What follows belongs to an exercise in optimizing a design on an open flow for small area; a production flow would make more cautious choices.
Function was checked by simulation only, so behaviour that the tests miss may differ from the original.
The flow treats the clock pin as an ideal source, which a real chip does not have.
No activity file was given, so power comes from the tool's default toggle rates.

$ cat flow/run.sh
#!/bin/bash
# The standard layout, with four changes: every cell goes to its smallest
# drive strength after floorplanning (downsize.tcl), the ports get buf_1
# buffers, CTS uses clkbuf_16 without dummy loads, and after CTS each clock
# buffer goes to the smallest clkbuf that keeps the register clock-pin slew
# under 110 ps (clkdown.tcl).
set -euo pipefail
here=$(pwd)
export POST_FLOORPLAN_TCL="$here/flow/downsize.tcl"
export POST_CTS_TCL="$here/flow/clkdown.tcl"
export BUFFER_PORTS_ARGS="-buffer_cell sky130_fd_sc_hd__buf_1"
export CTS_ARGS="-sink_clustering_enable -repair_clock_nets -buf_list sky130_fd_sc_hd__clkbuf_16 -dont_use_dummy_load"
bash standard.sh finish > "$here/standard_flow.log" 2>&1
$ cat flow/clkdown.tcl
# Run after CTS (POST_CTS_TCL). Give each clock buffer the smallest of the
# clkbuf cells that keeps the slew at every register clock pin under the
# limit (placement estimate), the leaf buffers first, then the ones above.
proc my_clk_pin_slew { } {
  set worst 0.0
  foreach p [get_pins -hierarchical */CLK] {
    set s [get_property $p slew_max]
    if { $s > $worst } { set worst $s }
  }
  return $worst
}
proc my_downsize_clock { limit sizes } {
  set db [ord::get_db]
  set block [ord::get_db_block]
  set n 0
  # leaves first (their output drives registers), the rest after
  set leaves {}
  set others {}
  foreach inst [$block getInsts] {
    if { ![string match "clkbuf_*" [$inst getName]] } { continue }
    set drives_reg 0
    foreach it [[[$inst findITerm X] getNet] getITerms] {
      if { [[$it getMTerm] getName] == "CLK" } { set drives_reg 1; break }
    }
    if { $drives_reg } { lappend leaves $inst } else { lappend others $inst }
  }
  foreach inst [concat $leaves $others] {
    set orig [$inst getMaster]
    foreach sz $sizes {
      set m [$db findMaster "sky130_fd_sc_hd__clkbuf_$sz"]
      if { [$m getWidth] >= [[$inst getMaster] getWidth] } { continue }
      $inst swapMaster $m
      estimate_parasitics -placement
      if { [my_clk_pin_slew] > $limit } {
        $inst swapMaster $orig
        estimate_parasitics -placement
      } else {
        set orig $m
        incr n
      }
    }
  }
  puts "downsize_clock: $n swaps, worst clock pin slew [my_clk_pin_slew]"
}

estimate_parasitics -placement
my_downsize_clock 0.110 {8 4 2 1}
$ cat flow/downsize.tcl
# Put every cell on the smallest drive strength of its own function (same
# name up to the _N suffix), skipping cells on the don't-use list; a cell
# that drives 8 or more inputs keeps at least drive strength 2. The
# placement's repair_design then buffers or sizes up what needs it.
set db [ord::get_db]
set block [ord::get_db_block]
set dont_use {}
if { [info exists ::env(DONT_USE_CELLS)] } {
  set dont_use $::env(DONT_USE_CELLS)
}
proc my_is_dont_use { name pats } {
  foreach p $pats {
    if { [string match $p $name] } { return 1 }
  }
  return 0
}
set swapped 0
set saved 0
foreach inst [$block getInsts] {
  set m [$inst getMaster]
  set name [$m getName]
  if { ![regexp {^(sky130_fd_sc_hd__[a-z0-9]+)_([0-9]+)$} $name -> base sz] } { continue }
  set best $m
  set best_area [expr { [$m getWidth] * [$m getHeight] }]
  set fanout 0
  foreach it [$inst getITerms] {
    if { [$it isOutputSignal] && [$it getNet] != "NULL" } {
      foreach load [[$it getNet] getITerms] {
        if { [$load isInputSignal] } { incr fanout }
      }
    }
  }
  set sizes {0 1 2 3 4 6 8 12 16}
  if { $fanout >= 8 } { set sizes {2 3 4 6 8 12 16} }
  foreach n $sizes {
    set cand [$db findMaster "${base}_$n"]
    if { $cand == "NULL" || $cand == "" } { continue }
    if { [my_is_dont_use "${base}_$n" $dont_use] } { continue }
    set a [expr { [$cand getWidth] * [$cand getHeight] }]
    if { $a < $best_area } {
      set best $cand
      set best_area $a
    }
  }
  if { $best != $m } {
    set saved [expr { $saved + [$m getWidth] * [$m getHeight] - $best_area }]
    $inst swapMaster $best
    incr swapped
  }
}
puts "downsize: swapped $swapped cells, saved [expr { $saved / 1.0e6 }] um^2"
$ cat standard.sh
#!/bin/bash
# synth_recipe.tcl (not shown) runs the flow's synth.tcl, then flattens the netlist and writes it again
# the make line also repeats each setting of config.mk as NAME=value (left out here)
make -C /OpenROAD-flow-scripts/flow DESIGN_CONFIG=/design/flow/config.mk WORK_HOME=/design/flow/orfs CLKGATE_MAP_FILE= SYNTH_SCRIPT=/design/flow/synth_recipe.tcl "${@:-finish}"
$ cat config.mk
export PLATFORM = sky130hd
export DESIGN_NAME = button_debounce_auto_repeat
export DESIGN_NICKNAME = button_debounce_auto_repeat
export VERILOG_FILES = /design/flow/design.v
export SDC_FILE = /design/flow/constraint.sdc
export NUM_CORES = 4
export LEC_CHECK = 0
export CAP_MARGIN = 20
export CORE_MARGIN = 2
export CORE_UTILIZATION = 60
export SLEW_MARGIN = 20
export SYNTH_HIERARCHICAL = 1
$ cat constraint.sdc
create_clock -name core_clock -period 8.0 [get_ports {clk_i}]
set_input_delay 1.6000 -clock core_clock [delete_from_list [all_inputs] [get_ports {clk_i}]]
set_output_delay 1.6000 -clock core_clock [all_outputs]
set_load 0.01 [all_outputs]
$ cat design.v
`default_nettype none
package bdar_pkg;
  localparam int NUM_BUTTONS_DEF = 6;
  localparam int CNT_W           = 16;
  localparam int CFG_W           = 16;
  localparam int CFG_IDX_W       = 2;
  localparam logic [CNT_W-1:0] DEBOUNCE_RST = 16'd50;
  localparam logic [CNT_W-1:0] DELAY_RST    = 16'd300;
  localparam logic [CNT_W-1:0] INTERVAL_RST = 16'd300;
  typedef enum logic [CFG_IDX_W-1:0] {
    CFG_DEBOUNCE = 2'd0,
    CFG_DELAY    = 2'd1,
    CFG_INTERVAL = 2'd2
  } cfg_reg_e;
endpackage
`default_nettype wire
`default_nettype none
module bdar_cmp2 (
  input  wire logic [1:0] a_i,
  input  wire logic [1:0] b_i,
  input  wire logic       c_i,
  output logic            y_o
);
  logic c1;
  assign c1  = (a_i[0] & b_i[0]) | (c_i & (a_i[0] | b_i[0]));
  assign y_o = (a_i[1] & b_i[1]) | (c1 & (a_i[1] | b_i[1]));
endmodule
module bdar_cmp_lo (
  input  wire logic [1:0] a_i,
  input  wire logic [1:0] b_i,
  output logic            y_o
);
  logic t1, t2;
  bdar_nand2 u_t1 (.a_i(a_i[1]), .b_i(b_i[1]), .y_o(t1));
  bdar_oai22 u_t2 (.a_i(a_i[1]), .b_i(b_i[1]), .c_i(a_i[0]), .d_i(b_i[0]), .y_o(t2));
  bdar_nand2 u_y  (.a_i(t1), .b_i(t2), .y_o(y_o));
endmodule
module bdar_nand2 (
  input  wire logic a_i,
  input  wire logic b_i,
  output logic      y_o
);
  assign y_o = ~(a_i & b_i);
endmodule
module bdar_oai22 (
  input  wire logic a_i,
  input  wire logic b_i,
  input  wire logic c_i,
  input  wire logic d_i,
  output logic      y_o
);
  assign y_o = ~((a_i | b_i) & (c_i | d_i));
endmodule
module bdar_cnt_carry_e (
  input  wire logic s_i,
  input  wire logic k_i,
  output logic      nk_o
);
  assign nk_o = ~(s_i & k_i);
endmodule
module bdar_cnt_carry_o (
  input  wire logic s_i,
  input  wire logic nk_i,
  output logic      k_o
);
  assign k_o = s_i & ~nk_i;
endmodule
module bdar_cnt_xn_e (
  input  wire logic s_i,
  input  wire logic k_i,
  input  wire logic nk_o_i,
  output logic      xn_o
);
  assign xn_o = ~((s_i | k_i) & nk_o_i);
endmodule
module bdar_cnt_d_e #(
  parameter bit ONE = 1'b0
) (
  input  wire logic xn_i,
  input  wire logic clr_i,
  output logic      d_o
);
  assign d_o = clr_i ? ONE : ~xn_i;
endmodule
module bdar_cnt_nor_o (
  input  wire logic s_i,
  input  wire logic s_lo_i,
  input  wire logic k_lo_i,
  output logic      y_o
);
  assign y_o = ~(s_i | (s_lo_i & k_lo_i));
endmodule
module bdar_cnt_d_o (
  input  wire logic nor_i,
  input  wire logic k_o_i,
  input  wire logic clr_i,
  output logic      d_o
);
  assign d_o = ~(clr_i | k_o_i | nor_i);
endmodule
`default_nettype wire
`default_nettype none
module bdar_cfg_bit (
  input  wire logic nwe_i,
  input  wire logic d_i,
  input  wire logic q_i,
  output logic      y_o
);
  assign y_o = nwe_i ? q_i : ~d_i;
endmodule
module bdar_xor2 (input wire logic a_i, input wire logic b_i, output logic y_o);
  assign y_o = a_i ^ b_i;
endmodule
module bdar_xnor2 (input wire logic a_i, input wire logic b_i, output logic y_o);
  assign y_o = ~(a_i ^ b_i);
endmodule
module bdar_and2 (input wire logic a_i, input wire logic b_i, output logic y_o);
  assign y_o = a_i & b_i;
endmodule
module bdar_andn (input wire logic a_i, input wire logic b_i, output logic y_o);
  assign y_o = a_i & ~b_i;
endmodule
module bdar_ao21 (input wire logic a_i, input wire logic b_i, input wire logic c_i, output logic y_o);
  assign y_o = (a_i & b_i) | c_i;
endmodule
module bdar_oa21 (input wire logic a_i, input wire logic b_i, input wire logic c_i, output logic y_o);
  assign y_o = (a_i | b_i) & c_i;
endmodule
module bdar_and3n (input wire logic a_n_i, input wire logic b_i, input wire logic c_i, output logic y_o);
  assign y_o = ~a_n_i & b_i & c_i;
endmodule
module bdar_aoi21 (input wire logic a_i, input wire logic b_i, input wire logic c_i, output logic y_o);
  assign y_o = ~((a_i & b_i) | c_i);
endmodule
module bdar_nand3n (input wire logic a_n_i, input wire logic b_i, input wire logic c_i, output logic y_o);
  assign y_o = ~(~a_n_i & b_i & c_i);
endmodule
module bdar_mux2 (input wire logic s_i, input wire logic a_i, input wire logic b_i, output logic y_o);
  assign y_o = s_i ? a_i : b_i;
endmodule
`default_nettype wire
`default_nettype none
module button_debounce_auto_repeat (
  input  wire logic        clk_i,
  input  wire logic        rst_ni,
  input  wire logic        cfg_we_i,
  input  wire logic [1:0]  cfg_idx_i,
  input  wire logic [15:0] cfg_data_i,
  input  wire logic        tick_valid_i,
  output logic             tick_ready_o,
  input  wire logic [5:0]  tick_raw_buttons_i,
  output logic             evt_valid_o,
  input  wire logic        evt_ready_i,
  output logic [2:0]       evt_button_index_o,
  output logic             evt_event_kind_o,
  output logic             evt_last_event_o
);
  localparam int NUM_BUTTONS = bdar_pkg::NUM_BUTTONS_DEF;
  localparam int IDX_W = (NUM_BUTTONS > 1) ? $clog2(NUM_BUTTONS) : 1;
  logic [15:0]            deb_n_q, del_n_q, int_n_q;
  logic [15:0]            deb_n_d, del_n_d, int_n_d;
  logic                   nwe_deb, nwe_del, nwe_int;
  logic                   del_zero;
  assign nwe_deb = !(cfg_we_i && (cfg_idx_i == bdar_pkg::CFG_DEBOUNCE));
  assign nwe_del = !(cfg_we_i && (cfg_idx_i == bdar_pkg::CFG_DELAY));
  assign nwe_int = !(cfg_we_i && (cfg_idx_i == bdar_pkg::CFG_INTERVAL));
  for (genvar i = 0; i < 16; i++) begin : g_cfg
    bdar_cfg_bit u_deb (.nwe_i(nwe_deb), .d_i(cfg_data_i[i]), .q_i(deb_n_q[i]), .y_o(deb_n_d[i]));
    bdar_cfg_bit u_del (.nwe_i(nwe_del), .d_i(cfg_data_i[i]), .q_i(del_n_q[i]), .y_o(del_n_d[i]));
    bdar_cfg_bit u_int (.nwe_i(nwe_int), .d_i(cfg_data_i[i]), .q_i(int_n_q[i]), .y_o(int_n_d[i]));
  end
  always_ff @(posedge clk_i or negedge rst_ni) begin
    if (!rst_ni) begin
      deb_n_q <= ~bdar_pkg::DEBOUNCE_RST;
      del_n_q <= ~bdar_pkg::DELAY_RST;
      int_n_q <= ~bdar_pkg::INTERVAL_RST;
    end else begin
      deb_n_q <= deb_n_d;
      del_n_q <= del_n_d;
      int_n_q <= int_n_d;
    end
  end
  assign del_zero = &del_n_q;
  logic                   tick_acc, ntick_acc;
  logic [NUM_BUTTONS-1:0] nev;     
  logic [NUM_BUTTONS-1:0] stable;
  for (genvar g = 0; g < NUM_BUTTONS; g++) begin : g_lane
    logic        press_q, rep_q, rep_d;
    logic [15:0] s_q, s_d;
    logic [16:0] k;   
    logic [7:0]  xn;  
    logic [7:0]  no;  
    logic [8:1]  c_deb, c_del, c_int;
    logic        ge_deb, ge_del, ge_int;
    logic        chg, sat, tclr;
    bdar_cmp_lo u_deb0 (.a_i(s_q[1:0]), .b_i(deb_n_q[1:0]), .y_o(c_deb[1]));
    bdar_cmp_lo u_del0 (.a_i(s_q[1:0]), .b_i(del_n_q[1:0]), .y_o(c_del[1]));
    bdar_cmp_lo u_int0 (.a_i(s_q[1:0]), .b_i(int_n_q[1:0]), .y_o(c_int[1]));
    for (genvar i = 1; i < 8; i++) begin : g_cmp
      bdar_cmp2 u_deb (.a_i(s_q[2*i+1:2*i]), .b_i(deb_n_q[2*i+1:2*i]), .c_i(c_deb[i]), .y_o(c_deb[i+1]));
      bdar_cmp2 u_del (.a_i(s_q[2*i+1:2*i]), .b_i(del_n_q[2*i+1:2*i]), .c_i(c_del[i]), .y_o(c_del[i+1]));
      bdar_cmp2 u_int (.a_i(s_q[2*i+1:2*i]), .b_i(int_n_q[2*i+1:2*i]), .c_i(c_int[i]), .y_o(c_int[i+1]));
    end
    assign ge_deb = c_deb[8];
    assign ge_del = c_del[8];
    assign ge_int = c_int[8];
    logic x, ntchg, press_d, narm, sel_thr, rep_or;
    bdar_xor2  u_x    (.a_i(tick_raw_buttons_i[g]), .b_i(press_q), .y_o(x));
    bdar_andn  u_chg  (.a_i(ge_deb), .b_i(x), .y_o(chg));
    bdar_nand2 u_tchg (.a_i(tick_acc), .b_i(chg), .y_o(ntchg));
    bdar_xnor2 u_pd   (.a_i(press_q), .b_i(ntchg), .y_o(press_d));
    bdar_aoi21  u_ev   (.a_i(rep_q), .b_i(ge_int), .c_i(chg), .y_o(nev[g]));
    bdar_nand3n u_arm  (.a_n_i(rep_q), .b_i(press_q), .c_i(ge_del), .y_o(narm));
    bdar_aoi21  u_tclr (.a_i(nev[g]), .b_i(narm), .c_i(ntick_acc), .y_o(tclr));
    bdar_mux2  u_thr  (.s_i(press_q), .a_i(ge_del), .b_i(del_zero), .y_o(sel_thr));
    bdar_ao21  u_rep  (.a_i(tick_acc), .b_i(sel_thr), .c_i(rep_q), .y_o(rep_or));
    bdar_and2  u_repd (.a_i(press_d), .b_i(rep_or), .y_o(rep_d));
    assign sat = &s_q;
    assign k[0] = tick_acc & ~sat;
    for (genvar i = 0; i < 16; i += 2) begin : g_cnt
      bdar_cnt_carry_e u_ce (.s_i(s_q[i]), .k_i(k[i]), .nk_o(k[i+1]));
      bdar_cnt_xn_e u_xe (.s_i(s_q[i]), .k_i(k[i]), .nk_o_i(k[i+1]), .xn_o(xn[i/2]));
      bdar_cnt_d_e #(.ONE(i == 0)) u_de (.xn_i(xn[i/2]), .clr_i(tclr), .d_o(s_d[i]));
      bdar_cnt_carry_o u_co (.s_i(s_q[i+1]), .nk_i(k[i+1]), .k_o(k[i+2]));
      bdar_cnt_nor_o u_no (.s_i(s_q[i+1]), .s_lo_i(s_q[i]), .k_lo_i(k[i]), .y_o(no[i/2]));
      bdar_cnt_d_o u_do (.nor_i(no[i/2]), .k_o_i(k[i+2]), .clr_i(tclr), .d_o(s_d[i+1]));
    end
    always_ff @(posedge clk_i or negedge rst_ni) begin
      if (!rst_ni) begin
        press_q <= 1'b0;
        rep_q   <= 1'b0;
      end else begin
        press_q <= press_d;
        rep_q   <= rep_d;
      end
    end
    always_ff @(posedge clk_i or negedge rst_ni) begin
      if (!rst_ni) begin
        s_q <= 16'd1;
      end else begin
        s_q <= s_d;
      end
    end
    assign stable[g] = ~press_q;
  end
  logic [NUM_BUTTONS-1:0] pend_q, pend_d, keep;
  logic [NUM_BUTTONS-1:0] rest;
  logic [IDX_W-1:0]       sel_idx;
  logic                   sel_kind;
  logic                   found;
  logic                   out_valid_q;
  logic [IDX_W-1:0]       out_idx_q;
  logic                   out_kind_q;
  logic                   out_last_q;
  logic                   out_load;
  logic                   any;
  always_comb begin
    sel_idx  = '0;
    sel_kind = 1'b0;
    found    = 1'b0;
    rest     = pend_q;
    for (int i = 0; i < NUM_BUTTONS; i++) begin
      if (pend_q[i] && !found) begin
        sel_idx  = IDX_W'(i);
        sel_kind = stable[i];
        rest[i]  = 1'b0;
        found    = 1'b1;
      end
    end
    any          = |pend_q;
    out_load     = any && (!out_valid_q || evt_ready_i);
    tick_ready_o = !any || (out_load && (rest == '0));
    ntick_acc    = !(tick_valid_i && tick_ready_o);
    tick_acc     = !ntick_acc;
    keep         = out_load ? rest : pend_q;
  end
  for (genvar i = 0; i < NUM_BUTTONS; i++) begin : g_pend
    bdar_cfg_bit u_pend (.nwe_i(ntick_acc), .d_i(nev[i]), .q_i(keep[i]), .y_o(pend_d[i]));
  end
  always_ff @(posedge clk_i or negedge rst_ni) begin
    if (!rst_ni) begin
      pend_q      <= '0;
      out_valid_q <= 1'b0;
    end else begin
      pend_q      <= pend_d;
      out_valid_q <= out_load | (out_valid_q & ~evt_ready_i);
    end
  end
  always_ff @(posedge clk_i) begin
    if (out_load) begin
      out_idx_q  <= sel_idx;
      out_kind_q <= sel_kind;
      out_last_q <= (rest == '0);
    end
  end
  assign evt_valid_o        = out_valid_q;
  assign evt_button_index_o = out_idx_q;
  assign evt_event_kind_o   = out_kind_q;
  assign evt_last_event_o   = out_last_q;
endmodule
`default_nettype wire
==> reports/qor.yml <==
place:
  place_area_um2: 10300
  place.gp.congestion: 0.856
  port_buffers: 35
  dp_hpwl_mm: 19.4
  placed_cells: 1539
finish:
  final_nets: 1358
  diodes: 0
  seq_area_um2: 4280
  final_cells: 1556
  postLayoutCellArea_um2: 10500
  drive_above_1_share_pct: 5.58
  multi_input_area_um2: 5580
  syn_to_final_growth_pct: -2.53
  fill_cells: 1686
cts:
  cts_tree: "yes"
  clock_latency_ps: 450
  clock_sinks: 168
  clk_pin_slew_ps: 100
global_routing:
  grt_pass1_vias: 8941
  grt_pass1_wl_mm: 44.7
  grtUsageMet1_pct: 40.6
  antenna_found_initial: 0
  met3_usage_pct: 4.09
  globalRouteOverflowTotal: 0
  met2_usage_pct: 46.8
  grt-busiest-layer: "met2"
  grt_max_degree: 67
  grt_use_total_pct: 28.7
setup_path:
  r2r_start: "pend_q[0]"
  end_kind: "flop"
  cp.arrival_ps: 5720
  cpPeakStageDelay_ps: 400
  cp_data_required_time_ps: 8280
  crit_type: "primary input to flop"
  startpoint: "evt_ready_i"
  cp_cell_sequence: "buf_1 > nor2b_1 > maj3_1 > o22a_1 > buf_4 > nor2_1 > nand2_1 > nor2b_1 > nand2_1 > nor2b_1 > nand2_1 > nor2b_1 > nand2_1 > nor2b_1 > nand2_1 > nor2b_1 > nand2_1 > nor2b_1 > nand2_1 > nor2b_1 > nand2_1 > nor2b_1 > nor3_1"
  startpoint_type: "primary input"
  cp_slowest_cell: "maj3_1"
  crit_fanout: 25
  crit_top_cell: "nor2b_1"
synth:
  ys_types: 41
  syn_area_um2: 10800
  ys_warn_count: 7
  synth-seq-cells: 168
  ys.flop_type: "dfrtp_1"
  synth-edff-count: 5
  avgSynthCellArea_um2: 8.50
  ys_seq_area_share_pct: 39.6
  syn-instance-count: 1273
  yosys-top-cells-area: "dfrtp_1 (28%), o21ai_1 (11%), dfstp_2 (10%)"
  ys_async_sr_fraction_pct: 97.0
  yosys.area.top_type: "dfrtp_1"
  syn-num-nets: 1302
  synth_top_area_share_pct: 27.8
routing:
  dr.pass1.iters: 6
  drc: 0
  drt-vias-per-instance: 6.40
  drt-wirelength-per-cell_um: 17.7
  drt-initial-drc-count: 942
  ant_nets: 0
  num_vias: 9965
  finalWirelength_mm: 27.6
floorplanning:
  pin_count: 36
  core_area_um2: 17800
  die-area_um2: 19100
  start_util_pct: 60.6
  die_w_um: 138
  die_y_um: 138
  row_count: 49
sta:
  rsz0062_at_grt: "false"
  holdWs_ps: 542
  setup_tns_ps: 0
  setup_viol: 0
  hold_violations: 0
  finClkSkew_ps: 29.8
  fmax_mhz: 184
  maxSlewHeadroom_pct: 42.8
  fin_crit_ps: 5440
  finalMaxSlewViolations: 0
  max_slew.worst_pin.slew_ps: 857
  post-route-period-util_pct: 68.0
power:
  leakagePower_nw: 3.85
  switching_power_w: 0.00111
  seq_power_share_pct: 56.7
  p_sw_share_pct: 41.7
  p_int_w: 0.00155
  ir_drop_v: 0.000212
  pwr-share-clk_pct: 16.0
  pwr_density_cell_nw_per_um2: 252
  combPwrFrac_pct: 27.2
min_path:
  hold_class: "flop to flop"
  worstHoldStart: "int_n_q[0]"
run:
  cap_violations: 0
status:
  status: "no timing/DRC/antenna violations"
worst max-delay path, delay by kind of cell:
kind	cells	cell delay, ps
simple gates	19	3160
fa+ha+maj	1	400
buf+inv	2	330
compound gates	1	220
per-stage QoR:
stage	utilization [%]	setup slack [ps]	total power, W
global route	59.1	2010	0.00285
floorplan	-	3120	0.00206
finish	59.1	2560	0.00266
detailed placement	58.0	2180	0.00222
global placement	58.0	2410	0.00220
registers in the layout (all words and copies together), names as in the netlist:
register	count
g_lane.s_q	96
deb_n_q	16
del_n_q	16
int_n_q	16
g_lane.press_q	6
g_lane.rep_q	6
pend_q	6
out_idx_q	3
out_kind_q	1
out_last_q	1
out_valid_q	1
per-module statistics from Yosys (local to each module, per instance), a selection:
module | area (um^2) | cells inside | times used
bdar_and2 | 6.26 | 1 | 6
bdar_andn | 13.8 | 1 | 6
bdar_ao21 | 7.51 | 1 | 6
bdar_cnt_carry_e | 3.75 | 1 | 48
bdar_cnt_nor_o | 8.76 | 1 | 48
bdar_cnt_xn_e | 5.00 | 1 | 48
bdar_nand2 | 3.75 | 1 | 42
bdar_nand3n | 7.51 | 1 | 6
bdar_oai22 | 6.26 | 1 | 18
bdar_xnor2 | 8.76 | 1 | 6
bdar_xor2 | 8.76 | 1 | 6
cell usage in the layout (no fill, tap or decap), drive strengths merged, types with 8 or more instances in the layout:
cell	count
nand2	274
o21ai	228
a21oi	190
o22ai	145
dfrtp	120
nor2	55
nor2b	55
nor3	49
dfstp	43
buf	40
nand4	29
clkbuf	18
nor4	8
nand3b	8
nand2b	8
and2	8
power by group through the flow:
stage	sequential [W]	combinational [W]	clock [W]
global route	0.00155	0.000827	0.000475
floorplan	0.00138	0.000684	0
detailed placement	0.00150	0.000717	0
global placement	0.00150	0.000700	0
finish	0.00151	0.000725	0.000427
per-layer routing:
metal | vias up | part of all wire (%)
met4 | 0 | 1.3
met5 | - | 0
met2 | 279 | 47
li1 | 4871 | -
met1 | 4787 | 47
met3 | 28 | 4.7
path summary, 6_finish.rpt:
check	end	slack, ps	cells past startpoint
setup / recovery	g_lane[3].s_q[15]	2560	23
hold / removal	int_n_q[0]	540	2
setup reg to reg	g_lane[3].s_q[15]	3270	22
hold reg to reg	int_n_q[0]	540	2
max in group asynchronous	g_lane[2].s_q[12]	5600	2
min in group asynchronous	g_lane[4].s_q[2]	1140	1
cells by family (layout without fill, tap and decap cells):
| family | count (synthesis) | in the layout | share of synthesized area (%) |
|---|---|---|---|
| buf+inv | 8 | 62 | 0.497 |
| xor+xnor | 12 | 12 | 0.971 |
| compound gates | 580 | 580 | 31.0 |
| fa+ha+maj | 1 | 1 | 0.104 |
| flops | 168 | 168 | 39.6 |
| mux | 6 | 6 | 0.833 |
| simple gates | 498 | 498 | 27.0 |
Yosys cell counts, types with 5 or more instances:
cell / instances
xor2_1: 6
and2_1: 7
edfxtp_1: 5
nor4_1: 8
xnor2_1: 6
o21ai_1: 228
nor2_1: 49
nand2_1: 274
nand4_1: 29
nand3b_1: 8
nor2b_4: 55
nand2b_1: 8
dfstp_2: 43
nor2_2: 5
a21oi_1: 130
mux2_4: 6
o22ai_1: 145
a21o_1: 6
nor3_2: 48
a21oi_2: 60
dfrtp_1: 120
area by class of cell:
cell class / count / area share [%]
timing repair buffer: 41 / 1.71
multi-input combinational: 1097 / 52.9
clock buffer: 17 / 1.91
sequential: 168 / 40.6
tap: 229 / 2.72
inverter: 4 / 0.142

## port drivers added, routing unchanged
No port has a modelled driver above. Below, the same layout with a new extraction and two added sets of constraints.
Step 1 assumes that a clkbuf_16 drives the clock port and a buf_2 every other input.
Step 2 adds t to the input delays and takes it off the output delays; t is the mean of the earliest and latest rising clock arrival at the registers after step 1. Input paths then give back, and output paths get back, about the clock's delay inside the block.
Three values: ideal, step 1, step 2; two values: the first two.
t, ns: 0.483
setup WS [ns]: 2.557 / 2.576 / 2.093
worst hold slack (ns): 0.542 / 0.542 / 0.542
worst slew at a driven data input, ns: 0.03
After both steps this run still meets setup and hold. The setup slack of this run moves by +0.019 ns with the drivers and by -0.464 ns with both steps.
